What follows belongs to an exercise in optimizing a design on an open flow for small area and a short achievable clock period; a production flow would make more cautious choices. The RTL was checked by simulation tests, not by an equivalence proof against the original design.

### flow/config.mk
export PLATFORM = sky130hd
export DESIGN_NAME = mul_div_unit
export DESIGN_NICKNAME = mul_div_unit
export VERILOG_FILES = /design/flow/design.v
export SDC_FILE = /design/flow/constraint.sdc
export NUM_CORES = 4
export LEC_CHECK = 0
export ABC_AREA = 1
export CAP_MARGIN = 20
export CORE_MARGIN = 2
export CORE_UTILIZATION = 65
export SLEW_MARGIN = 20
### flow/constraint.sdc
create_clock -name core_clock -period 90.0 [get_ports {clk}]
set_input_delay 18.0000 -clock core_clock [delete_from_list [all_inputs] [get_ports {clk}]]
set_output_delay 18.0000 -clock core_clock [all_outputs]
set_load 0.01 [all_outputs]
### flow/design.v
module mul_div_unit #(
    parameter int WIDTH   = 32,
    parameter int MUL_LAT = 5,
    parameter int DIV_LAT = 10
) (
    input  logic             clk,
    input  logic             reset,
    input  logic             start,
    input  logic [2:0]       op,
    input  logic [WIDTH-1:0] a,
    input  logic [WIDTH-1:0] b,
    input  logic             flush,
    output logic             busy,
    output logic             done,
    output logic [WIDTH-1:0] hi,
    output logic [WIDTH-1:0] lo
);
    logic [31:0] x;
    logic [33:0] ph;
    logic [31:0] pl;
    logic        f_div, d_neg, neg_a;     
    logic [3:0]  cnt;
    logic        run;             
    logic        m_last, d_first, d_last;    
    assign m_last  = (cnt == 4'd4);
    assign d_first = (cnt == 4'd0);
    assign d_last  = (cnt == 4'd9);
    logic [34:0] xs;              
    assign xs    = {{3{d_neg}}, x};
    logic [34:0] ain [0:4];
    logic [34:0] pp  [0:3];
    logic [34:0] sum [0:3];
    logic [3:0]  qb, rneg;
    logic [3:0]  c_one, c_two, c_neg;
    assign ain[0] = {ph[33], ph};
    for (genvar k = 0; k < 4; k++) begin : g_row
        if (k == 0) begin : g_n0
            assign rneg[k] = c_neg[k];
        end else begin : g_nk
            assign rneg[k] = c_neg[k] ^ (f_div & ~qb[k-1]);
        end
        assign pp[k] = (({35{c_one[k]}} & xs) | ({35{c_two[k]}} & {xs[33:0], 1'b0}))
                     ^ {35{rneg[k]}};
        logic co_unused;
        if (k < 0) begin : g_fast
            add35_ks u_add (.a(ain[k]), .b(pp[k]), .ci(rneg[k]), .s(sum[k]), .co(co_unused));
        end else begin : g_small
            add35_bk u_add (.a(ain[k]), .b(pp[k]), .ci(rneg[k]), .s(sum[k]), .co(co_unused));
        end
        assign qb[k]    = ~sum[k][34];
        assign ain[k+1] = f_div ? {sum[k][33:0], pl[30-k]}
                                : {{2{sum[k][34]}}, sum[k][34:2]};
    end
    function automatic logic [2:0] booth(input logic [2:0] t);    
        booth[2] = t[1] ^ t[0];
        booth[1] = (t[2] & ~t[1] & ~t[0]) | (~t[2] & t[1] & t[0]);
        booth[0] = t[2];
    endfunction
    logic [8:0]  nb;              
    logic        n_div, n_dneg;
    always_comb begin
        if (!run) begin
            nb     = {a[7:0], 1'b0};
            n_div  = op[1];
            n_dneg = ~op[0] & b[31];
        end else begin
            nb     = (cnt == 4'd3) ? {6'd0, neg_a, neg_a, pl[7]} : pl[15:7];
            n_div  = f_div;
            n_dneg = d_neg;
        end
    end
    always_ff @(posedge clk) begin
        for (int k = 0; k < 4; k++) begin
            logic [2:0] bc;
            if (!n_div)
                bc = booth(nb[2*k +: 3]);
            else if (k == 0 && run && cnt == 4'd8)
                bc = {1'b0, ~qb[3], n_dneg};            
            else if (k == 0 && run && !d_first)
                bc = {2'b10, n_dneg ^ qb[3]};           
            else
                bc = {2'b10, ~n_dneg};                  
            c_one[k] <= bc[2];
            c_two[k] <= bc[1];
            c_neg[k] <= bc[0];
        end
    end
    function automatic logic [31:0] cneg(input logic [31:0] v, input logic en);
        logic [31:0] below;
        below[0] = 1'b0;
        for (int i = 1; i < 32; i++) below[i] = below[i-1] | v[i-1];
        cneg = v ^ ({32{en}} & below);
    endfunction
    logic [31:0] pl_neg;
    logic        neg_q, bz;
    assign pl_neg = cneg(pl, d_first ? neg_a : (f_div & neg_q));
    assign neg_q  = (neg_a ^ d_neg) & ~bz;
    assign bz     = (x == 32'd0);
    logic last;
    assign last = f_div ? d_last : m_last;
    always_ff @(posedge clk) begin
        if (!run) begin
            x       <= b;
            ph      <= '0;
            pl      <= a;
            f_div   <= op[1];
            d_neg   <= ~op[0] & b[31];
            neg_a   <= ~op[0] & a[31];
            cnt     <= '0;
        end else begin
            cnt     <= cnt + 4'd1;
            if (!f_div) begin
                ph <= ain[4][33:0];
                pl <= {sum[3][1:0], sum[2][1:0], sum[1][1:0], sum[0][1:0], pl[31:8]};
            end else if (d_first) begin
                ph <= {33'd0, pl_neg[31]};
                pl <= pl_neg;
            end else begin
                ph <= ain[4][33:0];
                pl <= {pl[27:0], qb[0], qb[1], qb[2], qb[3]};
            end
        end
    end
    always_ff @(posedge clk or posedge reset) begin
        if (reset) begin
            run  <= 1'b0;
        end else if (!run) begin
            run  <= start & ~flush & ~op[2];
        end else begin
            run  <= ~flush & ~last;
        end
    end
    always_ff @(posedge clk or posedge reset) begin
        if (reset) begin
            busy <= 1'b0;
            done <= 1'b0;
            hi   <= '0;
            lo   <= '0;
        end else begin
            done <= 1'b0;
            if (!run) begin
                if (start && !flush) begin
                    if (!op[2]) busy <= 1'b1;
                    else if (op[1:0] == 2'b00) hi <= a;
                    else if (op[1:0] == 2'b01) lo <= a;
                end
            end else if (flush) begin
                busy <= 1'b0;
            end else if (last) begin
                busy <= 1'b0;
                done <= 1'b1;
                hi <= f_div ? cneg(sum[0][32:1], neg_a) : sum[0][31:0];
                lo <= pl_neg;
            end
        end
    end
endmodule
module add35_ks (input logic [34:0] a, input logic [34:0] b, input logic ci,
    output logic [34:0] s, output logic co);
    logic [34:0] p, g;
    assign p = a ^ b;
    assign g = a & b;
    logic G_0_0;
    assign G_0_0 = ci;
    logic G_1_1, P_1_1;
    assign G_1_1 = g[0];
    assign P_1_1 = p[0];
    logic G_2_2, P_2_2;
    assign G_2_2 = g[1];
    assign P_2_2 = p[1];
    logic G_3_3, P_3_3;
    assign G_3_3 = g[2];
    assign P_3_3 = p[2];
    logic G_4_4, P_4_4;
    assign G_4_4 = g[3];
    assign P_4_4 = p[3];
    logic G_5_5, P_5_5;
    assign G_5_5 = g[4];
    assign P_5_5 = p[4];
    logic G_6_6, P_6_6;
    assign G_6_6 = g[5];
    assign P_6_6 = p[5];
    logic G_7_7, P_7_7;
    assign G_7_7 = g[6];
    assign P_7_7 = p[6];
    logic G_8_8, P_8_8;
    assign G_8_8 = g[7];
    assign P_8_8 = p[7];
    logic G_9_9, P_9_9;
    assign G_9_9 = g[8];
    assign P_9_9 = p[8];
    logic G_10_10, P_10_10;
    assign G_10_10 = g[9];
    assign P_10_10 = p[9];
    logic G_11_11, P_11_11;
    assign G_11_11 = g[10];
    assign P_11_11 = p[10];
    logic G_12_12, P_12_12;
    assign G_12_12 = g[11];
    assign P_12_12 = p[11];
    logic G_13_13, P_13_13;
    assign G_13_13 = g[12];
    assign P_13_13 = p[12];
    logic G_14_14, P_14_14;
    assign G_14_14 = g[13];
    assign P_14_14 = p[13];
    logic G_15_15, P_15_15;
    assign G_15_15 = g[14];
    assign P_15_15 = p[14];
    logic G_16_16, P_16_16;
    assign G_16_16 = g[15];
    assign P_16_16 = p[15];
    logic G_17_17, P_17_17;
    assign G_17_17 = g[16];
    assign P_17_17 = p[16];
    logic G_18_18, P_18_18;
    assign G_18_18 = g[17];
    assign P_18_18 = p[17];
    logic G_19_19, P_19_19;
    assign G_19_19 = g[18];
    assign P_19_19 = p[18];
    logic G_20_20, P_20_20;
    assign G_20_20 = g[19];
    assign P_20_20 = p[19];
    logic G_21_21, P_21_21;
    assign G_21_21 = g[20];
    assign P_21_21 = p[20];
    logic G_22_22, P_22_22;
    assign G_22_22 = g[21];
    assign P_22_22 = p[21];
    logic G_23_23, P_23_23;
    assign G_23_23 = g[22];
    assign P_23_23 = p[22];
    logic G_24_24, P_24_24;
    assign G_24_24 = g[23];
    assign P_24_24 = p[23];
    logic G_25_25, P_25_25;
    assign G_25_25 = g[24];
    assign P_25_25 = p[24];
    logic G_26_26, P_26_26;
    assign G_26_26 = g[25];
    assign P_26_26 = p[25];
    logic G_27_27, P_27_27;
    assign G_27_27 = g[26];
    assign P_27_27 = p[26];
    logic G_28_28, P_28_28;
    assign G_28_28 = g[27];
    assign P_28_28 = p[27];
    logic G_29_29, P_29_29;
    assign G_29_29 = g[28];
    assign P_29_29 = p[28];
    logic G_30_30, P_30_30;
    assign G_30_30 = g[29];
    assign P_30_30 = p[29];
    logic G_31_31, P_31_31;
    assign G_31_31 = g[30];
    assign P_31_31 = p[30];
    logic G_32_32, P_32_32;
    assign G_32_32 = g[31];
    assign P_32_32 = p[31];
    logic G_33_33, P_33_33;
    assign G_33_33 = g[32];
    assign P_33_33 = p[32];
    logic G_34_34, P_34_34;
    assign G_34_34 = g[33];
    assign P_34_34 = p[33];
    logic G_35_35, P_35_35;
    assign G_35_35 = g[34];
    assign P_35_35 = p[34];
    logic G_35_34;
    assign G_35_34 = G_35_35 | (P_35_35 & G_34_34);
    logic P_35_34;
    assign P_35_34 = P_35_35 & P_34_34;
    logic G_34_33;
    assign G_34_33 = G_34_34 | (P_34_34 & G_33_33);
    logic P_34_33;
    assign P_34_33 = P_34_34 & P_33_33;
    logic G_33_32;
    assign G_33_32 = G_33_33 | (P_33_33 & G_32_32);
    logic P_33_32;
    assign P_33_32 = P_33_33 & P_32_32;
    logic G_32_31;
    assign G_32_31 = G_32_32 | (P_32_32 & G_31_31);
    logic P_32_31;
    assign P_32_31 = P_32_32 & P_31_31;
    logic G_31_30;
    assign G_31_30 = G_31_31 | (P_31_31 & G_30_30);
    logic P_31_30;
    assign P_31_30 = P_31_31 & P_30_30;
    logic G_30_29;
    assign G_30_29 = G_30_30 | (P_30_30 & G_29_29);
    logic P_30_29;
    assign P_30_29 = P_30_30 & P_29_29;
    logic G_29_28;
    assign G_29_28 = G_29_29 | (P_29_29 & G_28_28);
    logic P_29_28;
    assign P_29_28 = P_29_29 & P_28_28;
    logic G_28_27;
    assign G_28_27 = G_28_28 | (P_28_28 & G_27_27);
    logic P_28_27;
    assign P_28_27 = P_28_28 & P_27_27;
    logic G_27_26;
    assign G_27_26 = G_27_27 | (P_27_27 & G_26_26);
    logic P_27_26;
    assign P_27_26 = P_27_27 & P_26_26;
    logic G_26_25;
    assign G_26_25 = G_26_26 | (P_26_26 & G_25_25);
    logic P_26_25;
    assign P_26_25 = P_26_26 & P_25_25;
    logic G_25_24;
    assign G_25_24 = G_25_25 | (P_25_25 & G_24_24);
    logic P_25_24;
    assign P_25_24 = P_25_25 & P_24_24;
    logic G_24_23;
    assign G_24_23 = G_24_24 | (P_24_24 & G_23_23);
    logic P_24_23;
    assign P_24_23 = P_24_24 & P_23_23;
    logic G_23_22;
    assign G_23_22 = G_23_23 | (P_23_23 & G_22_22);
    logic P_23_22;
    assign P_23_22 = P_23_23 & P_22_22;
    logic G_22_21;
    assign G_22_21 = G_22_22 | (P_22_22 & G_21_21);
    logic P_22_21;
    assign P_22_21 = P_22_22 & P_21_21;
    logic G_21_20;
    assign G_21_20 = G_21_21 | (P_21_21 & G_20_20);
    logic P_21_20;
    assign P_21_20 = P_21_21 & P_20_20;
    logic G_20_19;
    assign G_20_19 = G_20_20 | (P_20_20 & G_19_19);
    logic P_20_19;
    assign P_20_19 = P_20_20 & P_19_19;
    logic G_19_18;
    assign G_19_18 = G_19_19 | (P_19_19 & G_18_18);
    logic P_19_18;
    assign P_19_18 = P_19_19 & P_18_18;
    logic G_18_17;
    assign G_18_17 = G_18_18 | (P_18_18 & G_17_17);
    logic P_18_17;
    assign P_18_17 = P_18_18 & P_17_17;
    logic G_17_16;
    assign G_17_16 = G_17_17 | (P_17_17 & G_16_16);
    logic P_17_16;
    assign P_17_16 = P_17_17 & P_16_16;
    logic G_16_15;
    assign G_16_15 = G_16_16 | (P_16_16 & G_15_15);
    logic P_16_15;
    assign P_16_15 = P_16_16 & P_15_15;
    logic G_15_14;
    assign G_15_14 = G_15_15 | (P_15_15 & G_14_14);
    logic P_15_14;
    assign P_15_14 = P_15_15 & P_14_14;
    logic G_14_13;
    assign G_14_13 = G_14_14 | (P_14_14 & G_13_13);
    logic P_14_13;
    assign P_14_13 = P_14_14 & P_13_13;
    logic G_13_12;
    assign G_13_12 = G_13_13 | (P_13_13 & G_12_12);
    logic P_13_12;
    assign P_13_12 = P_13_13 & P_12_12;
    logic G_12_11;
    assign G_12_11 = G_12_12 | (P_12_12 & G_11_11);
    logic P_12_11;
    assign P_12_11 = P_12_12 & P_11_11;
    logic G_11_10;
    assign G_11_10 = G_11_11 | (P_11_11 & G_10_10);
    logic P_11_10;
    assign P_11_10 = P_11_11 & P_10_10;
    logic G_10_9;
    assign G_10_9 = G_10_10 | (P_10_10 & G_9_9);
    logic P_10_9;
    assign P_10_9 = P_10_10 & P_9_9;
    logic G_9_8;
    assign G_9_8 = G_9_9 | (P_9_9 & G_8_8);
    logic P_9_8;
    assign P_9_8 = P_9_9 & P_8_8;
    logic G_8_7;
    assign G_8_7 = G_8_8 | (P_8_8 & G_7_7);
    logic P_8_7;
    assign P_8_7 = P_8_8 & P_7_7;
    logic G_7_6;
    assign G_7_6 = G_7_7 | (P_7_7 & G_6_6);
    logic P_7_6;
    assign P_7_6 = P_7_7 & P_6_6;
    logic G_6_5;
    assign G_6_5 = G_6_6 | (P_6_6 & G_5_5);
    logic P_6_5;
    assign P_6_5 = P_6_6 & P_5_5;
    logic G_5_4;
    assign G_5_4 = G_5_5 | (P_5_5 & G_4_4);
    logic P_5_4;
    assign P_5_4 = P_5_5 & P_4_4;
    logic G_4_3;
    assign G_4_3 = G_4_4 | (P_4_4 & G_3_3);
    logic P_4_3;
    assign P_4_3 = P_4_4 & P_3_3;
    logic G_3_2;
    assign G_3_2 = G_3_3 | (P_3_3 & G_2_2);
    logic P_3_2;
    assign P_3_2 = P_3_3 & P_2_2;
    logic G_2_1;
    assign G_2_1 = G_2_2 | (P_2_2 & G_1_1);
    logic P_2_1;
    assign P_2_1 = P_2_2 & P_1_1;
    logic G_1_0;
    assign G_1_0 = G_1_1 | (P_1_1 & G_0_0);
    logic G_35_32;
    assign G_35_32 = G_35_34 | (P_35_34 & G_33_32);
    logic P_35_32;
    assign P_35_32 = P_35_34 & P_33_32;
    logic G_34_31;
    assign G_34_31 = G_34_33 | (P_34_33 & G_32_31);
    logic P_34_31;
    assign P_34_31 = P_34_33 & P_32_31;
    logic G_33_30;
    assign G_33_30 = G_33_32 | (P_33_32 & G_31_30);
    logic P_33_30;
    assign P_33_30 = P_33_32 & P_31_30;
    logic G_32_29;
    assign G_32_29 = G_32_31 | (P_32_31 & G_30_29);
    logic P_32_29;
    assign P_32_29 = P_32_31 & P_30_29;
    logic G_31_28;
    assign G_31_28 = G_31_30 | (P_31_30 & G_29_28);
    logic P_31_28;
    assign P_31_28 = P_31_30 & P_29_28;
    logic G_30_27;
    assign G_30_27 = G_30_29 | (P_30_29 & G_28_27);
    logic P_30_27;
    assign P_30_27 = P_30_29 & P_28_27;
    logic G_29_26;
    assign G_29_26 = G_29_28 | (P_29_28 & G_27_26);
    logic P_29_26;
    assign P_29_26 = P_29_28 & P_27_26;
    logic G_28_25;
    assign G_28_25 = G_28_27 | (P_28_27 & G_26_25);
    logic P_28_25;
    assign P_28_25 = P_28_27 & P_26_25;
    logic G_27_24;
    assign G_27_24 = G_27_26 | (P_27_26 & G_25_24);
    logic P_27_24;
    assign P_27_24 = P_27_26 & P_25_24;
    logic G_26_23;
    assign G_26_23 = G_26_25 | (P_26_25 & G_24_23);
    logic P_26_23;
    assign P_26_23 = P_26_25 & P_24_23;
    logic G_25_22;
    assign G_25_22 = G_25_24 | (P_25_24 & G_23_22);
    logic P_25_22;
    assign P_25_22 = P_25_24 & P_23_22;
    logic G_24_21;
    assign G_24_21 = G_24_23 | (P_24_23 & G_22_21);
    logic P_24_21;
    assign P_24_21 = P_24_23 & P_22_21;
    logic G_23_20;
    assign G_23_20 = G_23_22 | (P_23_22 & G_21_20);
    logic P_23_20;
    assign P_23_20 = P_23_22 & P_21_20;
    logic G_22_19;
    assign G_22_19 = G_22_21 | (P_22_21 & G_20_19);
    logic P_22_19;
    assign P_22_19 = P_22_21 & P_20_19;
    logic G_21_18;
    assign G_21_18 = G_21_20 | (P_21_20 & G_19_18);
    logic P_21_18;
    assign P_21_18 = P_21_20 & P_19_18;
    logic G_20_17;
    assign G_20_17 = G_20_19 | (P_20_19 & G_18_17);
    logic P_20_17;
    assign P_20_17 = P_20_19 & P_18_17;
    logic G_19_16;
    assign G_19_16 = G_19_18 | (P_19_18 & G_17_16);
    logic P_19_16;
    assign P_19_16 = P_19_18 & P_17_16;
    logic G_18_15;
    assign G_18_15 = G_18_17 | (P_18_17 & G_16_15);
    logic P_18_15;
    assign P_18_15 = P_18_17 & P_16_15;
    logic G_17_14;
    assign G_17_14 = G_17_16 | (P_17_16 & G_15_14);
    logic P_17_14;
    assign P_17_14 = P_17_16 & P_15_14;
    logic G_16_13;
    assign G_16_13 = G_16_15 | (P_16_15 & G_14_13);
    logic P_16_13;
    assign P_16_13 = P_16_15 & P_14_13;
    logic G_15_12;
    assign G_15_12 = G_15_14 | (P_15_14 & G_13_12);
    logic P_15_12;
    assign P_15_12 = P_15_14 & P_13_12;
    logic G_14_11;
    assign G_14_11 = G_14_13 | (P_14_13 & G_12_11);
    logic P_14_11;
    assign P_14_11 = P_14_13 & P_12_11;
    logic G_13_10;
    assign G_13_10 = G_13_12 | (P_13_12 & G_11_10);
    logic P_13_10;
    assign P_13_10 = P_13_12 & P_11_10;
    logic G_12_9;
    assign G_12_9 = G_12_11 | (P_12_11 & G_10_9);
    logic P_12_9;
    assign P_12_9 = P_12_11 & P_10_9;
    logic G_11_8;
    assign G_11_8 = G_11_10 | (P_11_10 & G_9_8);
    logic P_11_8;
    assign P_11_8 = P_11_10 & P_9_8;
    logic G_10_7;
    assign G_10_7 = G_10_9 | (P_10_9 & G_8_7);
    logic P_10_7;
    assign P_10_7 = P_10_9 & P_8_7;
    logic G_9_6;
    assign G_9_6 = G_9_8 | (P_9_8 & G_7_6);
    logic P_9_6;
    assign P_9_6 = P_9_8 & P_7_6;
    logic G_8_5;
    assign G_8_5 = G_8_7 | (P_8_7 & G_6_5);
    logic P_8_5;
    assign P_8_5 = P_8_7 & P_6_5;
    logic G_7_4;
    assign G_7_4 = G_7_6 | (P_7_6 & G_5_4);
    logic P_7_4;
    assign P_7_4 = P_7_6 & P_5_4;
    logic G_6_3;
    assign G_6_3 = G_6_5 | (P_6_5 & G_4_3);
    logic P_6_3;
    assign P_6_3 = P_6_5 & P_4_3;
    logic G_5_2;
    assign G_5_2 = G_5_4 | (P_5_4 & G_3_2);
    logic P_5_2;
    assign P_5_2 = P_5_4 & P_3_2;
    logic G_4_1;
    assign G_4_1 = G_4_3 | (P_4_3 & G_2_1);
    logic P_4_1;
    assign P_4_1 = P_4_3 & P_2_1;
    logic G_3_0;
    assign G_3_0 = G_3_2 | (P_3_2 & G_1_0);
    logic G_2_0;
    assign G_2_0 = G_2_1 | (P_2_1 & G_0_0);
    logic G_35_28;
    assign G_35_28 = G_35_32 | (P_35_32 & G_31_28);
    logic P_35_28;
    assign P_35_28 = P_35_32 & P_31_28;
    logic G_34_27;
    assign G_34_27 = G_34_31 | (P_34_31 & G_30_27);
    logic P_34_27;
    assign P_34_27 = P_34_31 & P_30_27;
    logic G_33_26;
    assign G_33_26 = G_33_30 | (P_33_30 & G_29_26);
    logic P_33_26;
    assign P_33_26 = P_33_30 & P_29_26;
    logic G_32_25;
    assign G_32_25 = G_32_29 | (P_32_29 & G_28_25);
    logic P_32_25;
    assign P_32_25 = P_32_29 & P_28_25;
    logic G_31_24;
    assign G_31_24 = G_31_28 | (P_31_28 & G_27_24);
    logic P_31_24;
    assign P_31_24 = P_31_28 & P_27_24;
    logic G_30_23;
    assign G_30_23 = G_30_27 | (P_30_27 & G_26_23);
    logic P_30_23;
    assign P_30_23 = P_30_27 & P_26_23;
    logic G_29_22;
    assign G_29_22 = G_29_26 | (P_29_26 & G_25_22);
    logic P_29_22;
    assign P_29_22 = P_29_26 & P_25_22;
    logic G_28_21;
    assign G_28_21 = G_28_25 | (P_28_25 & G_24_21);
    logic P_28_21;
    assign P_28_21 = P_28_25 & P_24_21;
    logic G_27_20;
    assign G_27_20 = G_27_24 | (P_27_24 & G_23_20);
    logic P_27_20;
    assign P_27_20 = P_27_24 & P_23_20;
    logic G_26_19;
    assign G_26_19 = G_26_23 | (P_26_23 & G_22_19);
    logic P_26_19;
    assign P_26_19 = P_26_23 & P_22_19;
    logic G_25_18;
    assign G_25_18 = G_25_22 | (P_25_22 & G_21_18);
    logic P_25_18;
    assign P_25_18 = P_25_22 & P_21_18;
    logic G_24_17;
    assign G_24_17 = G_24_21 | (P_24_21 & G_20_17);
    logic P_24_17;
    assign P_24_17 = P_24_21 & P_20_17;
    logic G_23_16;
    assign G_23_16 = G_23_20 | (P_23_20 & G_19_16);
    logic P_23_16;
    assign P_23_16 = P_23_20 & P_19_16;
    logic G_22_15;
    assign G_22_15 = G_22_19 | (P_22_19 & G_18_15);
    logic P_22_15;
    assign P_22_15 = P_22_19 & P_18_15;
    logic G_21_14;
    assign G_21_14 = G_21_18 | (P_21_18 & G_17_14);
    logic P_21_14;
    assign P_21_14 = P_21_18 & P_17_14;
    logic G_20_13;
    assign G_20_13 = G_20_17 | (P_20_17 & G_16_13);
    logic P_20_13;
    assign P_20_13 = P_20_17 & P_16_13;
    logic G_19_12;
    assign G_19_12 = G_19_16 | (P_19_16 & G_15_12);
    logic P_19_12;
    assign P_19_12 = P_19_16 & P_15_12;
    logic G_18_11;
    assign G_18_11 = G_18_15 | (P_18_15 & G_14_11);
    logic P_18_11;
    assign P_18_11 = P_18_15 & P_14_11;
    logic G_17_10;
    assign G_17_10 = G_17_14 | (P_17_14 & G_13_10);
    logic P_17_10;
    assign P_17_10 = P_17_14 & P_13_10;
    logic G_16_9;
    assign G_16_9 = G_16_13 | (P_16_13 & G_12_9);
    logic P_16_9;
    assign P_16_9 = P_16_13 & P_12_9;
    logic G_15_8;
    assign G_15_8 = G_15_12 | (P_15_12 & G_11_8);
    logic P_15_8;
    assign P_15_8 = P_15_12 & P_11_8;
    logic G_14_7;
    assign G_14_7 = G_14_11 | (P_14_11 & G_10_7);
    logic P_14_7;
    assign P_14_7 = P_14_11 & P_10_7;
    logic G_13_6;
    assign G_13_6 = G_13_10 | (P_13_10 & G_9_6);
    logic P_13_6;
    assign P_13_6 = P_13_10 & P_9_6;
    logic G_12_5;
    assign G_12_5 = G_12_9 | (P_12_9 & G_8_5);
    logic P_12_5;
    assign P_12_5 = P_12_9 & P_8_5;
    logic G_11_4;
    assign G_11_4 = G_11_8 | (P_11_8 & G_7_4);
    logic P_11_4;
    assign P_11_4 = P_11_8 & P_7_4;
    logic G_10_3;
    assign G_10_3 = G_10_7 | (P_10_7 & G_6_3);
    logic P_10_3;
    assign P_10_3 = P_10_7 & P_6_3;
    logic G_9_2;
    assign G_9_2 = G_9_6 | (P_9_6 & G_5_2);
    logic P_9_2;
    assign P_9_2 = P_9_6 & P_5_2;
    logic G_8_1;
    assign G_8_1 = G_8_5 | (P_8_5 & G_4_1);
    logic P_8_1;
    assign P_8_1 = P_8_5 & P_4_1;
    logic G_7_0;
    assign G_7_0 = G_7_4 | (P_7_4 & G_3_0);
    logic G_6_0;
    assign G_6_0 = G_6_3 | (P_6_3 & G_2_0);
    logic G_5_0;
    assign G_5_0 = G_5_2 | (P_5_2 & G_1_0);
    logic G_4_0;
    assign G_4_0 = G_4_1 | (P_4_1 & G_0_0);
    logic G_35_20;
    assign G_35_20 = G_35_28 | (P_35_28 & G_27_20);
    logic P_35_20;
    assign P_35_20 = P_35_28 & P_27_20;
    logic G_34_19;
    assign G_34_19 = G_34_27 | (P_34_27 & G_26_19);
    logic P_34_19;
    assign P_34_19 = P_34_27 & P_26_19;
    logic G_33_18;
    assign G_33_18 = G_33_26 | (P_33_26 & G_25_18);
    logic P_33_18;
    assign P_33_18 = P_33_26 & P_25_18;
    logic G_32_17;
    assign G_32_17 = G_32_25 | (P_32_25 & G_24_17);
    logic P_32_17;
    assign P_32_17 = P_32_25 & P_24_17;
    logic G_31_16;
    assign G_31_16 = G_31_24 | (P_31_24 & G_23_16);
    logic P_31_16;
    assign P_31_16 = P_31_24 & P_23_16;
    logic G_30_15;
    assign G_30_15 = G_30_23 | (P_30_23 & G_22_15);
    logic P_30_15;
    assign P_30_15 = P_30_23 & P_22_15;
    logic G_29_14;
    assign G_29_14 = G_29_22 | (P_29_22 & G_21_14);
    logic P_29_14;
    assign P_29_14 = P_29_22 & P_21_14;
    logic G_28_13;
    assign G_28_13 = G_28_21 | (P_28_21 & G_20_13);
    logic P_28_13;
    assign P_28_13 = P_28_21 & P_20_13;
    logic G_27_12;
    assign G_27_12 = G_27_20 | (P_27_20 & G_19_12);
    logic P_27_12;
    assign P_27_12 = P_27_20 & P_19_12;
    logic G_26_11;
    assign G_26_11 = G_26_19 | (P_26_19 & G_18_11);
    logic P_26_11;
    assign P_26_11 = P_26_19 & P_18_11;
    logic G_25_10;
    assign G_25_10 = G_25_18 | (P_25_18 & G_17_10);
    logic P_25_10;
    assign P_25_10 = P_25_18 & P_17_10;
    logic G_24_9;
    assign G_24_9 = G_24_17 | (P_24_17 & G_16_9);
    logic P_24_9;
    assign P_24_9 = P_24_17 & P_16_9;
    logic G_23_8;
    assign G_23_8 = G_23_16 | (P_23_16 & G_15_8);
    logic P_23_8;
    assign P_23_8 = P_23_16 & P_15_8;
    logic G_22_7;
    assign G_22_7 = G_22_15 | (P_22_15 & G_14_7);
    logic P_22_7;
    assign P_22_7 = P_22_15 & P_14_7;
    logic G_21_6;
    assign G_21_6 = G_21_14 | (P_21_14 & G_13_6);
    logic P_21_6;
    assign P_21_6 = P_21_14 & P_13_6;
    logic G_20_5;
    assign G_20_5 = G_20_13 | (P_20_13 & G_12_5);
    logic P_20_5;
    assign P_20_5 = P_20_13 & P_12_5;
    logic G_19_4;
    assign G_19_4 = G_19_12 | (P_19_12 & G_11_4);
    logic P_19_4;
    assign P_19_4 = P_19_12 & P_11_4;
    logic G_18_3;
    assign G_18_3 = G_18_11 | (P_18_11 & G_10_3);
    logic P_18_3;
    assign P_18_3 = P_18_11 & P_10_3;
    logic G_17_2;
    assign G_17_2 = G_17_10 | (P_17_10 & G_9_2);
    logic P_17_2;
    assign P_17_2 = P_17_10 & P_9_2;
    logic G_16_1;
    assign G_16_1 = G_16_9 | (P_16_9 & G_8_1);
    logic P_16_1;
    assign P_16_1 = P_16_9 & P_8_1;
    logic G_15_0;
    assign G_15_0 = G_15_8 | (P_15_8 & G_7_0);
    logic G_14_0;
    assign G_14_0 = G_14_7 | (P_14_7 & G_6_0);
    logic G_13_0;
    assign G_13_0 = G_13_6 | (P_13_6 & G_5_0);
    logic G_12_0;
    assign G_12_0 = G_12_5 | (P_12_5 & G_4_0);
    logic G_11_0;
    assign G_11_0 = G_11_4 | (P_11_4 & G_3_0);
    logic G_10_0;
    assign G_10_0 = G_10_3 | (P_10_3 & G_2_0);
    logic G_9_0;
    assign G_9_0 = G_9_2 | (P_9_2 & G_1_0);
    logic G_8_0;
    assign G_8_0 = G_8_1 | (P_8_1 & G_0_0);
    logic G_35_4;
    assign G_35_4 = G_35_20 | (P_35_20 & G_19_4);
    logic P_35_4;
    assign P_35_4 = P_35_20 & P_19_4;
    logic G_34_3;
    assign G_34_3 = G_34_19 | (P_34_19 & G_18_3);
    logic P_34_3;
    assign P_34_3 = P_34_19 & P_18_3;
    logic G_33_2;
    assign G_33_2 = G_33_18 | (P_33_18 & G_17_2);
    logic P_33_2;
    assign P_33_2 = P_33_18 & P_17_2;
    logic G_32_1;
    assign G_32_1 = G_32_17 | (P_32_17 & G_16_1);
    logic P_32_1;
    assign P_32_1 = P_32_17 & P_16_1;
    logic G_31_0;
    assign G_31_0 = G_31_16 | (P_31_16 & G_15_0);
    logic G_30_0;
    assign G_30_0 = G_30_15 | (P_30_15 & G_14_0);
    logic G_29_0;
    assign G_29_0 = G_29_14 | (P_29_14 & G_13_0);
    logic G_28_0;
    assign G_28_0 = G_28_13 | (P_28_13 & G_12_0);
    logic G_27_0;
    assign G_27_0 = G_27_12 | (P_27_12 & G_11_0);
    logic G_26_0;
    assign G_26_0 = G_26_11 | (P_26_11 & G_10_0);
    logic G_25_0;
    assign G_25_0 = G_25_10 | (P_25_10 & G_9_0);
    logic G_24_0;
    assign G_24_0 = G_24_9 | (P_24_9 & G_8_0);
    logic G_23_0;
    assign G_23_0 = G_23_8 | (P_23_8 & G_7_0);
    logic G_22_0;
    assign G_22_0 = G_22_7 | (P_22_7 & G_6_0);
    logic G_21_0;
    assign G_21_0 = G_21_6 | (P_21_6 & G_5_0);
    logic G_20_0;
    assign G_20_0 = G_20_5 | (P_20_5 & G_4_0);
    logic G_19_0;
    assign G_19_0 = G_19_4 | (P_19_4 & G_3_0);
    logic G_18_0;
    assign G_18_0 = G_18_3 | (P_18_3 & G_2_0);
    logic G_17_0;
    assign G_17_0 = G_17_2 | (P_17_2 & G_1_0);
    logic G_16_0;
    assign G_16_0 = G_16_1 | (P_16_1 & G_0_0);
    logic G_35_0;
    assign G_35_0 = G_35_4 | (P_35_4 & G_3_0);
    logic G_34_0;
    assign G_34_0 = G_34_3 | (P_34_3 & G_2_0);
    logic G_33_0;
    assign G_33_0 = G_33_2 | (P_33_2 & G_1_0);
    logic G_32_0;
    assign G_32_0 = G_32_1 | (P_32_1 & G_0_0);
    assign s[0] = p[0] ^ G_0_0;
    assign s[1] = p[1] ^ G_1_0;
    assign s[2] = p[2] ^ G_2_0;
    assign s[3] = p[3] ^ G_3_0;
    assign s[4] = p[4] ^ G_4_0;
    assign s[5] = p[5] ^ G_5_0;
    assign s[6] = p[6] ^ G_6_0;
    assign s[7] = p[7] ^ G_7_0;
    assign s[8] = p[8] ^ G_8_0;
    assign s[9] = p[9] ^ G_9_0;
    assign s[10] = p[10] ^ G_10_0;
    assign s[11] = p[11] ^ G_11_0;
    assign s[12] = p[12] ^ G_12_0;
    assign s[13] = p[13] ^ G_13_0;
    assign s[14] = p[14] ^ G_14_0;
    assign s[15] = p[15] ^ G_15_0;
    assign s[16] = p[16] ^ G_16_0;
    assign s[17] = p[17] ^ G_17_0;
    assign s[18] = p[18] ^ G_18_0;
    assign s[19] = p[19] ^ G_19_0;
    assign s[20] = p[20] ^ G_20_0;
    assign s[21] = p[21] ^ G_21_0;
    assign s[22] = p[22] ^ G_22_0;
    assign s[23] = p[23] ^ G_23_0;
    assign s[24] = p[24] ^ G_24_0;
    assign s[25] = p[25] ^ G_25_0;
    assign s[26] = p[26] ^ G_26_0;
    assign s[27] = p[27] ^ G_27_0;
    assign s[28] = p[28] ^ G_28_0;
    assign s[29] = p[29] ^ G_29_0;
    assign s[30] = p[30] ^ G_30_0;
    assign s[31] = p[31] ^ G_31_0;
    assign s[32] = p[32] ^ G_32_0;
    assign s[33] = p[33] ^ G_33_0;
    assign s[34] = p[34] ^ G_34_0;
    assign co = G_35_0;
endmodule
module add35_bk (input logic [34:0] a, input logic [34:0] b, input logic ci,
    output logic [34:0] s, output logic co);
    logic [34:0] p, g;
    assign p = a ^ b;
    assign g = a & b;
    logic G_0_0;
    assign G_0_0 = ci;
    logic G_1_1, P_1_1;
    assign G_1_1 = g[0];
    assign P_1_1 = p[0];
    logic G_2_2, P_2_2;
    assign G_2_2 = g[1];
    assign P_2_2 = p[1];
    logic G_3_3, P_3_3;
    assign G_3_3 = g[2];
    assign P_3_3 = p[2];
    logic G_4_4, P_4_4;
    assign G_4_4 = g[3];
    assign P_4_4 = p[3];
    logic G_5_5, P_5_5;
    assign G_5_5 = g[4];
    assign P_5_5 = p[4];
    logic G_6_6, P_6_6;
    assign G_6_6 = g[5];
    assign P_6_6 = p[5];
    logic G_7_7, P_7_7;
    assign G_7_7 = g[6];
    assign P_7_7 = p[6];
    logic G_8_8, P_8_8;
    assign G_8_8 = g[7];
    assign P_8_8 = p[7];
    logic G_9_9, P_9_9;
    assign G_9_9 = g[8];
    assign P_9_9 = p[8];
    logic G_10_10, P_10_10;
    assign G_10_10 = g[9];
    assign P_10_10 = p[9];
    logic G_11_11, P_11_11;
    assign G_11_11 = g[10];
    assign P_11_11 = p[10];
    logic G_12_12, P_12_12;
    assign G_12_12 = g[11];
    assign P_12_12 = p[11];
    logic G_13_13, P_13_13;
    assign G_13_13 = g[12];
    assign P_13_13 = p[12];
    logic G_14_14, P_14_14;
    assign G_14_14 = g[13];
    assign P_14_14 = p[13];
    logic G_15_15, P_15_15;
    assign G_15_15 = g[14];
    assign P_15_15 = p[14];
    logic G_16_16, P_16_16;
    assign G_16_16 = g[15];
    assign P_16_16 = p[15];
    logic G_17_17, P_17_17;
    assign G_17_17 = g[16];
    assign P_17_17 = p[16];
    logic G_18_18, P_18_18;
    assign G_18_18 = g[17];
    assign P_18_18 = p[17];
    logic G_19_19, P_19_19;
    assign G_19_19 = g[18];
    assign P_19_19 = p[18];
    logic G_20_20, P_20_20;
    assign G_20_20 = g[19];
    assign P_20_20 = p[19];
    logic G_21_21, P_21_21;
    assign G_21_21 = g[20];
    assign P_21_21 = p[20];
    logic G_22_22, P_22_22;
    assign G_22_22 = g[21];
    assign P_22_22 = p[21];
    logic G_23_23, P_23_23;
    assign G_23_23 = g[22];
    assign P_23_23 = p[22];
    logic G_24_24, P_24_24;
    assign G_24_24 = g[23];
    assign P_24_24 = p[23];
    logic G_25_25, P_25_25;
    assign G_25_25 = g[24];
    assign P_25_25 = p[24];
    logic G_26_26, P_26_26;
    assign G_26_26 = g[25];
    assign P_26_26 = p[25];
    logic G_27_27, P_27_27;
    assign G_27_27 = g[26];
    assign P_27_27 = p[26];
    logic G_28_28, P_28_28;
    assign G_28_28 = g[27];
    assign P_28_28 = p[27];
    logic G_29_29, P_29_29;
    assign G_29_29 = g[28];
    assign P_29_29 = p[28];
    logic G_30_30, P_30_30;
    assign G_30_30 = g[29];
    assign P_30_30 = p[29];
    logic G_31_31, P_31_31;
    assign G_31_31 = g[30];
    assign P_31_31 = p[30];
    logic G_32_32, P_32_32;
    assign G_32_32 = g[31];
    assign P_32_32 = p[31];
    logic G_33_33, P_33_33;
    assign G_33_33 = g[32];
    assign P_33_33 = p[32];
    logic G_34_34, P_34_34;
    assign G_34_34 = g[33];
    assign P_34_34 = p[33];
    logic G_35_35, P_35_35;
    assign G_35_35 = g[34];
    assign P_35_35 = p[34];
    logic G_1_0;
    assign G_1_0 = G_1_1 | (P_1_1 & G_0_0);
    logic G_3_2;
    assign G_3_2 = G_3_3 | (P_3_3 & G_2_2);
    logic P_3_2;
    assign P_3_2 = P_3_3 & P_2_2;
    logic G_5_4;
    assign G_5_4 = G_5_5 | (P_5_5 & G_4_4);
    logic P_5_4;
    assign P_5_4 = P_5_5 & P_4_4;
    logic G_7_6;
    assign G_7_6 = G_7_7 | (P_7_7 & G_6_6);
    logic P_7_6;
    assign P_7_6 = P_7_7 & P_6_6;
    logic G_9_8;
    assign G_9_8 = G_9_9 | (P_9_9 & G_8_8);
    logic P_9_8;
    assign P_9_8 = P_9_9 & P_8_8;
    logic G_11_10;
    assign G_11_10 = G_11_11 | (P_11_11 & G_10_10);
    logic P_11_10;
    assign P_11_10 = P_11_11 & P_10_10;
    logic G_13_12;
    assign G_13_12 = G_13_13 | (P_13_13 & G_12_12);
    logic P_13_12;
    assign P_13_12 = P_13_13 & P_12_12;
    logic G_15_14;
    assign G_15_14 = G_15_15 | (P_15_15 & G_14_14);
    logic P_15_14;
    assign P_15_14 = P_15_15 & P_14_14;
    logic G_17_16;
    assign G_17_16 = G_17_17 | (P_17_17 & G_16_16);
    logic P_17_16;
    assign P_17_16 = P_17_17 & P_16_16;
    logic G_19_18;
    assign G_19_18 = G_19_19 | (P_19_19 & G_18_18);
    logic P_19_18;
    assign P_19_18 = P_19_19 & P_18_18;
    logic G_21_20;
    assign G_21_20 = G_21_21 | (P_21_21 & G_20_20);
    logic P_21_20;
    assign P_21_20 = P_21_21 & P_20_20;
    logic G_23_22;
    assign G_23_22 = G_23_23 | (P_23_23 & G_22_22);
    logic P_23_22;
    assign P_23_22 = P_23_23 & P_22_22;
    logic G_25_24;
    assign G_25_24 = G_25_25 | (P_25_25 & G_24_24);
    logic P_25_24;
    assign P_25_24 = P_25_25 & P_24_24;
    logic G_27_26;
    assign G_27_26 = G_27_27 | (P_27_27 & G_26_26);
    logic P_27_26;
    assign P_27_26 = P_27_27 & P_26_26;
    logic G_29_28;
    assign G_29_28 = G_29_29 | (P_29_29 & G_28_28);
    logic P_29_28;
    assign P_29_28 = P_29_29 & P_28_28;
    logic G_31_30;
    assign G_31_30 = G_31_31 | (P_31_31 & G_30_30);
    logic P_31_30;
    assign P_31_30 = P_31_31 & P_30_30;
    logic G_33_32;
    assign G_33_32 = G_33_33 | (P_33_33 & G_32_32);
    logic P_33_32;
    assign P_33_32 = P_33_33 & P_32_32;
    logic G_35_34;
    assign G_35_34 = G_35_35 | (P_35_35 & G_34_34);
    logic P_35_34;
    assign P_35_34 = P_35_35 & P_34_34;
    logic G_3_0;
    assign G_3_0 = G_3_2 | (P_3_2 & G_1_0);
    logic G_7_4;
    assign G_7_4 = G_7_6 | (P_7_6 & G_5_4);
    logic P_7_4;
    assign P_7_4 = P_7_6 & P_5_4;
    logic G_11_8;
    assign G_11_8 = G_11_10 | (P_11_10 & G_9_8);
    logic P_11_8;
    assign P_11_8 = P_11_10 & P_9_8;
    logic G_15_12;
    assign G_15_12 = G_15_14 | (P_15_14 & G_13_12);
    logic P_15_12;
    assign P_15_12 = P_15_14 & P_13_12;
    logic G_19_16;
    assign G_19_16 = G_19_18 | (P_19_18 & G_17_16);
    logic P_19_16;
    assign P_19_16 = P_19_18 & P_17_16;
    logic G_23_20;
    assign G_23_20 = G_23_22 | (P_23_22 & G_21_20);
    logic P_23_20;
    assign P_23_20 = P_23_22 & P_21_20;
    logic G_27_24;
    assign G_27_24 = G_27_26 | (P_27_26 & G_25_24);
    logic P_27_24;
    assign P_27_24 = P_27_26 & P_25_24;
    logic G_31_28;
    assign G_31_28 = G_31_30 | (P_31_30 & G_29_28);
    logic P_31_28;
    assign P_31_28 = P_31_30 & P_29_28;
    logic G_35_32;
    assign G_35_32 = G_35_34 | (P_35_34 & G_33_32);
    logic P_35_32;
    assign P_35_32 = P_35_34 & P_33_32;
    logic G_7_0;
    assign G_7_0 = G_7_4 | (P_7_4 & G_3_0);
    logic G_15_8;
    assign G_15_8 = G_15_12 | (P_15_12 & G_11_8);
    logic P_15_8;
    assign P_15_8 = P_15_12 & P_11_8;
    logic G_23_16;
    assign G_23_16 = G_23_20 | (P_23_20 & G_19_16);
    logic P_23_16;
    assign P_23_16 = P_23_20 & P_19_16;
    logic G_31_24;
    assign G_31_24 = G_31_28 | (P_31_28 & G_27_24);
    logic P_31_24;
    assign P_31_24 = P_31_28 & P_27_24;
    logic G_15_0;
    assign G_15_0 = G_15_8 | (P_15_8 & G_7_0);
    logic G_31_16;
    assign G_31_16 = G_31_24 | (P_31_24 & G_23_16);
    logic P_31_16;
    assign P_31_16 = P_31_24 & P_23_16;
    logic G_31_0;
    assign G_31_0 = G_31_16 | (P_31_16 & G_15_0);
    logic G_23_0;
    assign G_23_0 = G_23_16 | (P_23_16 & G_15_0);
    logic G_11_0;
    assign G_11_0 = G_11_8 | (P_11_8 & G_7_0);
    logic G_19_0;
    assign G_19_0 = G_19_16 | (P_19_16 & G_15_0);
    logic G_27_0;
    assign G_27_0 = G_27_24 | (P_27_24 & G_23_0);
    logic G_35_0;
    assign G_35_0 = G_35_32 | (P_35_32 & G_31_0);
    logic G_5_0;
    assign G_5_0 = G_5_4 | (P_5_4 & G_3_0);
    logic G_9_0;
    assign G_9_0 = G_9_8 | (P_9_8 & G_7_0);
    logic G_13_0;
    assign G_13_0 = G_13_12 | (P_13_12 & G_11_0);
    logic G_17_0;
    assign G_17_0 = G_17_16 | (P_17_16 & G_15_0);
    logic G_21_0;
    assign G_21_0 = G_21_20 | (P_21_20 & G_19_0);
    logic G_25_0;
    assign G_25_0 = G_25_24 | (P_25_24 & G_23_0);
    logic G_29_0;
    assign G_29_0 = G_29_28 | (P_29_28 & G_27_0);
    logic G_33_0;
    assign G_33_0 = G_33_32 | (P_33_32 & G_31_0);
    logic G_2_0;
    assign G_2_0 = G_2_2 | (P_2_2 & G_1_0);
    logic G_4_0;
    assign G_4_0 = G_4_4 | (P_4_4 & G_3_0);
    logic G_6_0;
    assign G_6_0 = G_6_6 | (P_6_6 & G_5_0);
    logic G_8_0;
    assign G_8_0 = G_8_8 | (P_8_8 & G_7_0);
    logic G_10_0;
    assign G_10_0 = G_10_10 | (P_10_10 & G_9_0);
    logic G_12_0;
    assign G_12_0 = G_12_12 | (P_12_12 & G_11_0);
    logic G_14_0;
    assign G_14_0 = G_14_14 | (P_14_14 & G_13_0);
    logic G_16_0;
    assign G_16_0 = G_16_16 | (P_16_16 & G_15_0);
    logic G_18_0;
    assign G_18_0 = G_18_18 | (P_18_18 & G_17_0);
    logic G_20_0;
    assign G_20_0 = G_20_20 | (P_20_20 & G_19_0);
    logic G_22_0;
    assign G_22_0 = G_22_22 | (P_22_22 & G_21_0);
    logic G_24_0;
    assign G_24_0 = G_24_24 | (P_24_24 & G_23_0);
    logic G_26_0;
    assign G_26_0 = G_26_26 | (P_26_26 & G_25_0);
    logic G_28_0;
    assign G_28_0 = G_28_28 | (P_28_28 & G_27_0);
    logic G_30_0;
    assign G_30_0 = G_30_30 | (P_30_30 & G_29_0);
    logic G_32_0;
    assign G_32_0 = G_32_32 | (P_32_32 & G_31_0);
    logic G_34_0;
    assign G_34_0 = G_34_34 | (P_34_34 & G_33_0);
    assign s[0] = p[0] ^ G_0_0;
    assign s[1] = p[1] ^ G_1_0;
    assign s[2] = p[2] ^ G_2_0;
    assign s[3] = p[3] ^ G_3_0;
    assign s[4] = p[4] ^ G_4_0;
    assign s[5] = p[5] ^ G_5_0;
    assign s[6] = p[6] ^ G_6_0;
    assign s[7] = p[7] ^ G_7_0;
    assign s[8] = p[8] ^ G_8_0;
    assign s[9] = p[9] ^ G_9_0;
    assign s[10] = p[10] ^ G_10_0;
    assign s[11] = p[11] ^ G_11_0;
    assign s[12] = p[12] ^ G_12_0;
    assign s[13] = p[13] ^ G_13_0;
    assign s[14] = p[14] ^ G_14_0;
    assign s[15] = p[15] ^ G_15_0;
    assign s[16] = p[16] ^ G_16_0;
    assign s[17] = p[17] ^ G_17_0;
    assign s[18] = p[18] ^ G_18_0;
    assign s[19] = p[19] ^ G_19_0;
    assign s[20] = p[20] ^ G_20_0;
    assign s[21] = p[21] ^ G_21_0;
    assign s[22] = p[22] ^ G_22_0;
    assign s[23] = p[23] ^ G_23_0;
    assign s[24] = p[24] ^ G_24_0;
    assign s[25] = p[25] ^ G_25_0;
    assign s[26] = p[26] ^ G_26_0;
    assign s[27] = p[27] ^ G_27_0;
    assign s[28] = p[28] ^ G_28_0;
    assign s[29] = p[29] ^ G_29_0;
    assign s[30] = p[30] ^ G_30_0;
    assign s[31] = p[31] ^ G_31_0;
    assign s[32] = p[32] ^ G_32_0;
    assign s[33] = p[33] ^ G_33_0;
    assign s[34] = p[34] ^ G_34_0;
    assign co = G_35_0;
endmodule
### flow/flow/run.sh
#!/bin/bash
set -euo pipefail
bash standard.sh \
  BUFFER_PORTS_ARGS="-buffer_cell sky130_fd_sc_hd__buf_1" \
  CTS_ARGS="-sink_clustering_enable -repair_clock_nets -buf_list sky130_fd_sc_hd__clkbuf_16 -dont_use_dummy_load" \
  SETUP_SLACK_MARGIN=71.4 \
  finish > standard.log 2>&1
### flow/standard.sh
#!/bin/bash
# synth_recipe.tcl (not shown) runs the flow's synth.tcl, then flattens the netlist and writes it again
# the make line also repeats each setting of config.mk as NAME=value (left out here)
make -C /OpenROAD-flow-scripts/flow DESIGN_CONFIG=/design/flow/config.mk WORK_HOME=/design/flow/orfs CLKGATE_MAP_FILE= SYNTH_SCRIPT=/design/flow/synth_recipe.tcl "${@:-finish}"
==> impl_results.md, run 1 <==
* Status: no timing/DRC/antenna violations
* WS Path Type: flop to output pin
* Vias in the first global route at 17.4k
* Hold endpoint: pl[6]
* R2R depth at 83
* Global Route Usage Sum at 41.8%
* Gate Count Post-Synth at 2362
* Avg Cell Area, Syn at 7.48 um2
* Final setup fails at 0
* Routed Antenna Nets at 0
* Rel. slew slack at 26.1%
* Hold Path Stages at 2
* Gpl congestion at 0.953
* Finished Core Util at 76.5%
* Cts bufs inserted at 17
* Mean routed wirelength per cell at 22.2 um
* Final Skew at 39.9 ps
* Worst Path Arrival at 1020 ps
* Detail Placement HPWL at 42600 um
* Multi-input logic area at 12200 um2
* Worst-path fanout max at 2
* Wire length of the first global-routing pass at 92800 um
* Ports at 137
* Crit path required time at 72000 ps
* Core area at 26800 um2
* Max-slew violation count at 0
* Most frequent cells in the layout: 398 x nand2_1, 324 x inv_1, 187 x xor2_1, 157 x o22ai_1, 142 x o21ai_0
* Pin count of the biggest net entering global routing at 95
* Post-synth EDFFs at 34
* Worst R2R Start: c_two[0]
* GRT overflow at 0
* Max-cap violations at 0
* Drt pass-1 iters at 6
* Ys async rst share at 36.4%
* Die W at 169 um
* Register area share after synthesis at 24.7%
* Die area at 28500 um2
* Minimum clock period at 19020 ps
* Netlist cell types at 50
* Clk buf depth at 2
* WP buf/inv at 1
* H-tree depth at 4
* PortBufs at 136
* CP top delay family: flip-flops
* Root buffer cell: clkbuf_16
* Post-DR vias/cell at 6.54
* Hold WC Path Type: flop to flop
* CTS clk-pin slew, worst paths at 100 ps
* Final Hold Vio Count at 0
* Vias at 18.6k
* Routed Wire Length at 63200 um
* Crit. End Element: output pin
* Share of post-route cells with drive strength above 1 at 12.8%
* Height of the die at 169 um
* Reg-to-Reg End: c_neg[0]
* Starting density of the core at 65.9%
* Worst-Skew Late Latency at 470 ps
* Flops & latches, synth at 184
* Crit path largest cell delay at 420 ps
* RSZ-0062 raised after global routing: true
* Fin crit share at 21.1%
* Setup TNS at 0 ps
* Area after DPL at 18400 um2
* Crit start category: flop
* YS warnings at 6
* Worst path cell trace: buf_2
* Initial antenna violation count at 2
* FF/Latch Area at 4370 um2
* Min-delay src: pl[2]
* Synthesized area at 17700 um2
* Antenna cells at 0
* # hold bufs at CTS at 0
* Post-Syn Nets at 2631
* Starting DRT DRC Count at 2349
* DRC at 0
* Slowest CP cell: dfrtp_1
* Nets@finish at 2772
* # fillers at 2020
* F_max at 52.6 MHz
* Least-Margin Pin Slew at 1100 ps
* Fin area at 20500 um2
* Clock Sinks at 184
* # rows at 60
* CTS tree: done
* Commonest non-fill, non-tap cell in the layout: nand2_1
* Area growth syn-to-layout at 16.0%
* Reg-to-reg slack, setup at 72600 ps
* Post-synth top flop: dfxtp_1
==> synth_stat cells (all sizes together) (34+ instances only) <==
| cell type | n | area (um2) |
|---|---|---|
| o21ai | 157 | 786 |
| nand3 | 62 | 310 |
| nand4 | 39 | 244 |
| inv | 338 | 1270 |
| nor2 | 141 | 542 |
| fa | 68 | 1360 |
| nand2 | 408 | 1540 |
| dfrtp | 67 | 1680 |
| ha | 130 | 1630 |
| o22ai | 157 | 982 |
| dfxtp | 83 | 1660 |
| xnor2 | 43 | 395 |
| a31oi | 70 | 438 |
| a21oi | 72 | 360 |
| clkbuf | 78 | 293 |
| edfxtp | 34 | 1020 |
| xor2 | 190 | 1680 |
==> area by class of cell <==
class,count,share of cell area (%)
Timing Repair Buffer,218,6.66
Inverter,363,6.85
Sequential cell,184,21.3
Timing Repair inverter,13,1.29
Multi-Input combinational cell,1706,59.7
Tap cell,341,2.08
Clock buffer,17,2.08
==> cell families after synthesis <==
family	share of synthesized area [%]
AOI/OAI and AO/OA	20.1
xor gates and xnor gates	11.7
adders and majority gates	16.9
buffers and inverters	10.1
DFF	24.7
muxes	0.113
and+or+nand+nor	16.3
==> metal layers <==
metal	GRT usage (%)	share of wire (%)	up-vias
met5	0	0.016	-
met4	22.5	5.5	2
met3	8.65	12	275
met2	66.4	45	1387
met1	53.8	37	8693
li1	-	-	8241
==> what timing repair did <==
action,4_1_cts,5_1_grt
setup endpoints to repair,139,168
resized for setup,79,193
buffers inserted,31,31
cloned,15,0
pin swaps,4,19
==> sequential cells by signal, summed over array words and instances (netlist names) <==
signal and count:
c_neg 4, neg_a 1, f_div 1, d_neg 1
x 32, run 1, hi 32, done 1
cnt 4, ph 34, busy 1, c_one 4
pl 32, lo 32, c_two 4
==> how the worst max path moves through the flow <==
stage	start	endpoint	slack [ps]	cells past startpoint
2_1_floorplan	op[1]	lo[12]	71100	8
3_3_place_gp	flush	hi[11]	70400	7
3_5_place_dp	flush	hi[11]	70290	7
4_1_cts	lo[8]	lo[8]	71000	1
5_1_grt	hi[17]	hi[17]	70970	1
6_report	hi[7]	hi[7]	70980	1
==> tightest hold or removal path, stage by stage (launching register included) <==
cell and delay (ps):
dfxtp_1 330, nand2_1 60, o2111ai_1 60
==> through the flow <==
step	hold WS, ps	instances	setup WS [ps]
finish	448	2842	70980
global route	480	2842	70970
CTS	439	2811	71000
detailed placement	463	2748	70290
global placement	458	2748	70400
floorplan	438	2362	71100
==> run 2: changes to the inputs <==
==> flow/flow/run.sh (replaced) <==
#!/bin/bash
set -euo pipefail
bash standard.sh \
  BUFFER_PORTS_ARGS="-buffer_cell sky130_fd_sc_hd__buf_1" \
  CTS_ARGS="-sink_clustering_enable -repair_clock_nets -buf_list sky130_fd_sc_hd__clkbuf_16 -dont_use_dummy_load" \
  SETUP_SLACK_MARGIN=71 \
  finish > standard.log 2>&1
--- a/flow/config.mk
+++ b/flow/config.mk
@@ -9,4 +9,4 @@
 export CAP_MARGIN = 20
 export CORE_MARGIN = 2
-export CORE_UTILIZATION = 65
+export CORE_UTILIZATION = 78
 export SLEW_MARGIN = 20
==> impl_results.md, run 2 <==
* Post-Syn Nets at 2631
* Synth top cells by count: 406 x nand2_1, 335 x inv_1, 188 x xor2_1, 157 x o22ai_1, 152 x o21ai_0
* F_max at 52.5 MHz
* Least-Margin Pin Slew at 1110 ps
* GRT overflow at 0
* Simple-Gate Fraction of Synth Area at 16.3%
* Top-count cell post-synth: nand2_1
* Netlist cell types at 50
* Area after DPL at 18300 um2
* Root buffer cell: clkbuf_16
* Final Hold Vio Count at 0
* Starting DRT DRC Count at 2547
* YS warnings at 6
* Antenna cells at 0
* # hold bufs at CTS at 0
* Synth top area share at 9.49%
* Worst Path Arrival at 1040 ps
* Max reg flops at 34
* Post-synthesis mux area share at 0.113%
* Mean routed wirelength per cell at 20.6 um
* Status: no timing/DRC/antenna violations
* XOR/XNOR share of the synthesized area at 11.7%
* Height of the die at 154 um
* PortBufs at 136
* Clock Sinks at 184
* Synth Area in Compound Gates at 20.1%
* # rows at 55
* Fin area at 18900 um2
* Ys async rst share at 36.4%
* Starting density of the core at 78.7%
* Slowest CP cell: dfrtp_1
* Crit. End Element: output pin
* CP top delay family: flip-flops
* Ports at 137
* Worst hold slack at 484 ps
* Initial antenna violation count at 1
* Routed Antenna Nets at 0
* Share of post-route cells with drive strength above 1 at 5.01%
* Flops & latches, synth at 184
* Area leader, netlist: dfrtp_1
* Commonest non-fill, non-tap cell in the layout: nand2_1
* Nets@finish at 2705
* Post-synth EDFFs at 34
* H-tree depth at 4
* Gate Count Post-Synth at 2362
* Vias at 18.3k
* Global Route Usage Sum at 46.1%
* WS Path Type: flop to output pin
* Pin count of the biggest net entering global routing at 75
* Largest family of logic cells by synthesized area: compound AO/OA/AOI/OAI gates
* Register area share after synthesis at 24.7%
* Die W at 154 um
* Worst-Skew Late Latency at 460 ps
* Synth top area cells: dfrtp_1 9.5%, dfxtp_1 9.4%, xor2_1 9.3%
* Setup TNS at 0 ps
* RSZ-0062 raised after global routing: true
* Gpl congestion at 0.987
* Die area at 23900 um2
* Final Skew at 34.1 ps
* Crit path largest cell delay at 430 ps
* Rel. slew slack at 25.3%
* Cts bufs inserted at 17
* Area growth syn-to-layout at 7.03%
* Hold WC Path Type: flop to flop
* Final setup fails at 0
* CTS clk-pin slew, worst paths at 90 ps
* Post-DR vias/cell at 6.74
* Worst-path fanout max at 2
* Largest Register: ph
* Vias in the first global route at 17.4k
* Synthesized area at 17700 um2
* DRC at 0
* Worst path cell trace: buf_2
* Post-Synth Adder-Cell Area at 16.9%
* WP buf/inv at 1
* Clk buf depth at 2
* Routed Wire Length at 56000 um
* Fin crit share at 21.2%
* Minimum clock period at 19040 ps
* Post-synth top flop: dfxtp_1
* Max-cap violations at 0
* Most frequent cells in the layout: 403 x nand2_1, 328 x inv_1, 187 x xor2_1, 157 x o22ai_1, 149 x o21ai_0
* Wire length of the first global-routing pass at 87100 um
* Reg-to-reg slack, setup at 71940 ps
* Avg Cell Area, Syn at 7.48 um2
* Core area at 22400 um2
* Drt pass-1 iters at 6
* Crit path required time at 72000 ps
* Crit start category: flop
* Max-slew violation count at 0
* CTS tree: done
* Detail Placement HPWL at 41300 um
-- run 2: metal layers --
metal	GRT usage [%]	wire [um]	share of wire (%)	vias to the layer above
met5	0	0	0	-
met4	26.4	3850	6.9	0
met3	9.75	7450	13	366
met2	74.2	25100	45	1457
met1	57.8	19600	35	8377
li1	-	-	-	8120
-- run 2: kinds of logic after synthesis --
logic type / count (synthesis)
simple gates: 692
buf+inv: 474
xor+xnor: 233
fa+ha+maj: 198
flops: 184
mux: 2
compound gates: 579
-- run 2: path summary, 6_finish.rpt --
path	end	cells after the start	startpoint
max reg2reg	c_neg[0]	80	c_one[0]
max in group asynchronous	run	3	reset
max	hi[5]	1	hi[5]
min in group asynchronous	hi[12]	3	reset
min reg2reg	pl[12]	2	pl[8]
min	pl[12]	2	pl[8]
-- run 2: final cells by class --
| class | count | area, um2 |
|---|---|---|
| Sequential cell | 184 | 4370 |
| Tap cell | 285 | 357 |
| Timing Repair Buffer | 165 | 768 |
| Clock buffer | 17 | 425 |
| Timing Repair inverter | 1 | 5.00 |
| Multi-Input combinational cell | 1704 | 11600 |
| Fill cell | 1458 | 3530 |
| Inverter | 363 | 1400 |
-- run 2: through the flow --
step	cells	worst slack [ps]	utilization (%)
6_report	2719	70960	84.3
3_5_place_dp	2690	70250	81.4
2_1_floorplan	2362	70970	-
5_1_grt	2719	70880	84.3
4_1_cts	2712	70990	83.7
3_3_place_gp	2690	70360	81.4
-- run 2: what timing repair did --
action | in CTS | in global routing
pin swaps | 0 | 2
endpoints found under the setup margin | 78 | 123
endpoints found under the hold margin | 0 | 0
gates resized for setup | 14 | 38
gates cloned | 0 | 1
buffers inserted | 5 | 6
==> run 3: changes to the inputs <==
--- a/flow/config.mk
+++ b/flow/config.mk
@@ -9,4 +9,5 @@
 export CAP_MARGIN = 20
 export CORE_MARGIN = 2
-export CORE_UTILIZATION = 78
+export CORE_UTILIZATION = 65
+export GPL_TIMING_DRIVEN = 0
 export SLEW_MARGIN = 20
==> impl_results.md, run 3 <==
* Mean routed wirelength per cell at 23.7 um
* Final Hold Vio Count at 0
* Crit path from: hi[30]
* Post-DR vias/cell at 6.60
* Most frequent cells in the layout: 404 x nand2_1, 332 x inv_1, 187 x xor2_1, 157 x o22ai_1
* Crit. End Element: output pin
* WP buf/inv at 1
* Crit path required time at 72000 ps
* Initial antenna violation count at 0
* Gate Count Post-Synth at 2362
* Slowest CP cell: dfrtp_1
* Synth top area cells: dfrtp_1 9.5%, dfxtp_1 9.4%, xor2_1 9.3%
* Cts bufs inserted at 17
* # rows at 60
* Worst R2R Start: x[2]
* Area leader, netlist: dfrtp_1
* Clk buf depth at 2
* Min-delay src: busy
* Post-synth top flop: dfxtp_1
* Drt pass-1 iters at 9
* Synthesized area at 17700 um2
* Max-slew violation count at 0
* Die W at 169 um
* Ys async rst share at 36.4%
* Worst-Skew Late Latency at 460 ps
* Antenna cells at 0
* Detail Placement HPWL at 53500 um
* Final setup fails at 0
* Max-cap violations at 0
* Setup TNS at 0 ps
* Netlist cell types at 50
* Crit path largest cell delay at 410 ps
* PortBufs at 136
* CP Depth at 1
* Ports at 137
* Largest Register: ph
* Gpl congestion at 1.07
* Register area share after synthesis at 24.7%
* FF/Latch Area at 4360 um2
* Worst hold slack at 479 ps
* Core area at 26800 um2
* Max reg flops at 34
* Avg Cell Area, Syn at 7.48 um2
* Root buffer cell: clkbuf_16
* Top-count cell post-synth: nand2_1
* Post-Syn Nets at 2631
* CTS clk-pin slew, worst paths at 80 ps
* F_max at 52.6 MHz
* Nets@finish at 2791
* H-tree depth at 4
* Routed Antenna Nets at 0
* YS warnings at 6
* Clock Sinks at 184
* DRC at 0
* Vias at 18.9k
* CP top delay family: flip-flops
* Status: no timing/DRC/antenna violations
* Starting density of the core at 65.9%
* Worst-path fanout max at 2
* Post-route setup slack at 71000 ps
* Multi-input logic area at 11600 um2
* Flops & latches, synth at 184
* Final Skew at 42.0 ps
* Minimum clock period at 19000 ps
* Global Route Usage Sum at 47.5%
* Wire length of the first global-routing pass at 102000 um
* WS Path Type: flop to output pin
* Pin count of the biggest net entering global routing at 36
* DP Worst Slack at 70450 ps
* Post-synth EDFFs at 34
* Vias in the first global route at 18.1k
* Area growth syn-to-layout at 8.76%
* # fillers at 2324
* Hold Path Stages at 2
* Worst path cell trace: clkbuf_2
* Synth top cells by count: 406 x nand2_1, 335 x inv_1, 188 x xor2_1, 157 x o22ai_1, 152 x o21ai_0
* R2R depth at 79
* Starting DRT DRC Count at 3226
* Fin crit share at 21.1%
* Routed Wire Length at 67800 um
* Crit start category: flop
* CTS tree: done
* Commonest non-fill, non-tap cell in the layout: nand2_1
* Share of post-route cells with drive strength above 1 at 3.45%
* Worst Path Arrival at 1000 ps
* Rel. slew slack at 29.4%
* Synth top area share at 9.49%
* RSZ-0062 raised after global routing: true
* Height of the die at 169 um
* Hold WC Path Type: flop to flop
* GRT overflow at 0
* Least-Margin Pin Slew at 1060 ps
* Die area at 28500 um2
[run 3: what timing repair did]
item,CTS,global route
gates cloned,0,0
hold buffers,0,0
resized for setup,1,25
endpoints found under the setup margin,16,106
setup buffers,0,3
[run 3: path summary, 6_finish.rpt]
path | endpoint | slack [ps]
hold reg to reg | busy | 480
max in group asynchronous | lo[29] | 71680
setup reg to reg | ph[20] | 72050
hold / removal | busy | 480
setup / recovery | hi[30] | 71000
min in group asynchronous | hi[12] | 17680
[run 3: final cells by class]
cell class,count,share of cell area (%)
Inverter,363,7.11
Multi-Input combinational cell,1704,60.2
Clock buffer,17,2.21
Tap cell,341,2.22
Buffer,111,2.52
Timing Repair Buffer,141,3.08
Sequential cell,184,22.7
[run 3: metal layers]
layer	vias to the layer above	GRT usage [%]	part of all wire [%]
met4	0	34.0	8.4
met5	-	0	0
li1	8274	-	-
met1	8643	60.3	36
met2	1568	71.1	42
met3	386	11.3	14
[run 3: metrics by stage]
step,instance area [um2],util (%),std cells
2_1_floorplan,17700,-,2362
3_3_place_gp,18700,69.6,2839
3_5_place_dp,18700,69.8,2841
4_1_cts,19100,71.4,2858
5_1_grt,19200,71.7,2861
6_report,19200,71.7,2861
[run 3: cells by family (layout without fill, tap and decap cells)]
logic type / after synthesis / count (layout) / synth area share [%]
and+or+nand+nor: 692 / 692 / 16.3
xor gates and xnor gates: 233 / 233 / 11.7
AOI/OAI and AO/OA: 579 / 579 / 20.1
buffers and inverters: 474 / 632 / 10.1
muxes: 2 / 2 / 0.113
adders and majority gates: 198 / 198 / 16.9
DFF: 184 / 184 / 24.7
[run 3: tightest hold or removal path, delay by kind of cell (launching register included)]
| kind | cells | cell delay, ps |
|---|---|---|
| AOI/OAI and AO/OA | 1 | 60 |
| buffers and inverters | 1 | 40 |
| DFF | 1 | 340 |

## port drivers added, routing unchanged
No port has a modelled driver above. Below, the same layouts with a new extraction and two added sets of constraints.
Step 1 sets driving cells, clkbuf_16 on the clock port and buf_2 on the other inputs (assumed; they add their load-dependent delay and slew).
Step 2 also shifts input and output timing later by t, the mid clock arrival at the registers, as if the neighbouring blocks saw the same clock.
a / b / c = ideal / step 1 / step 2; a / b = the first two.
run	shift t [ns]	slack for setup (ns)	hold WS [ns]	clock arrival spread, ns	worst slew at a driven data input, ns
run 1	0.504	70.978 / 70.922 / 70.683	0.448 / 0.448 / 0.448	0.041 / 0.041	0.07
run 2	0.496	70.965 / 70.912 / 70.575	0.484 / 0.484 / 0.484	0.034 / 0.035	0.04
run 3	0.490	71.003 / 70.947 / 70.622	0.479 / 0.479 / 0.479	0.042 / 0.042	0.04
After both steps setup and hold are still met in every run listed. For run 2, which loses most, drivers alone change the setup slack by -0.053 ns; drivers and shift together by -0.390 ns.
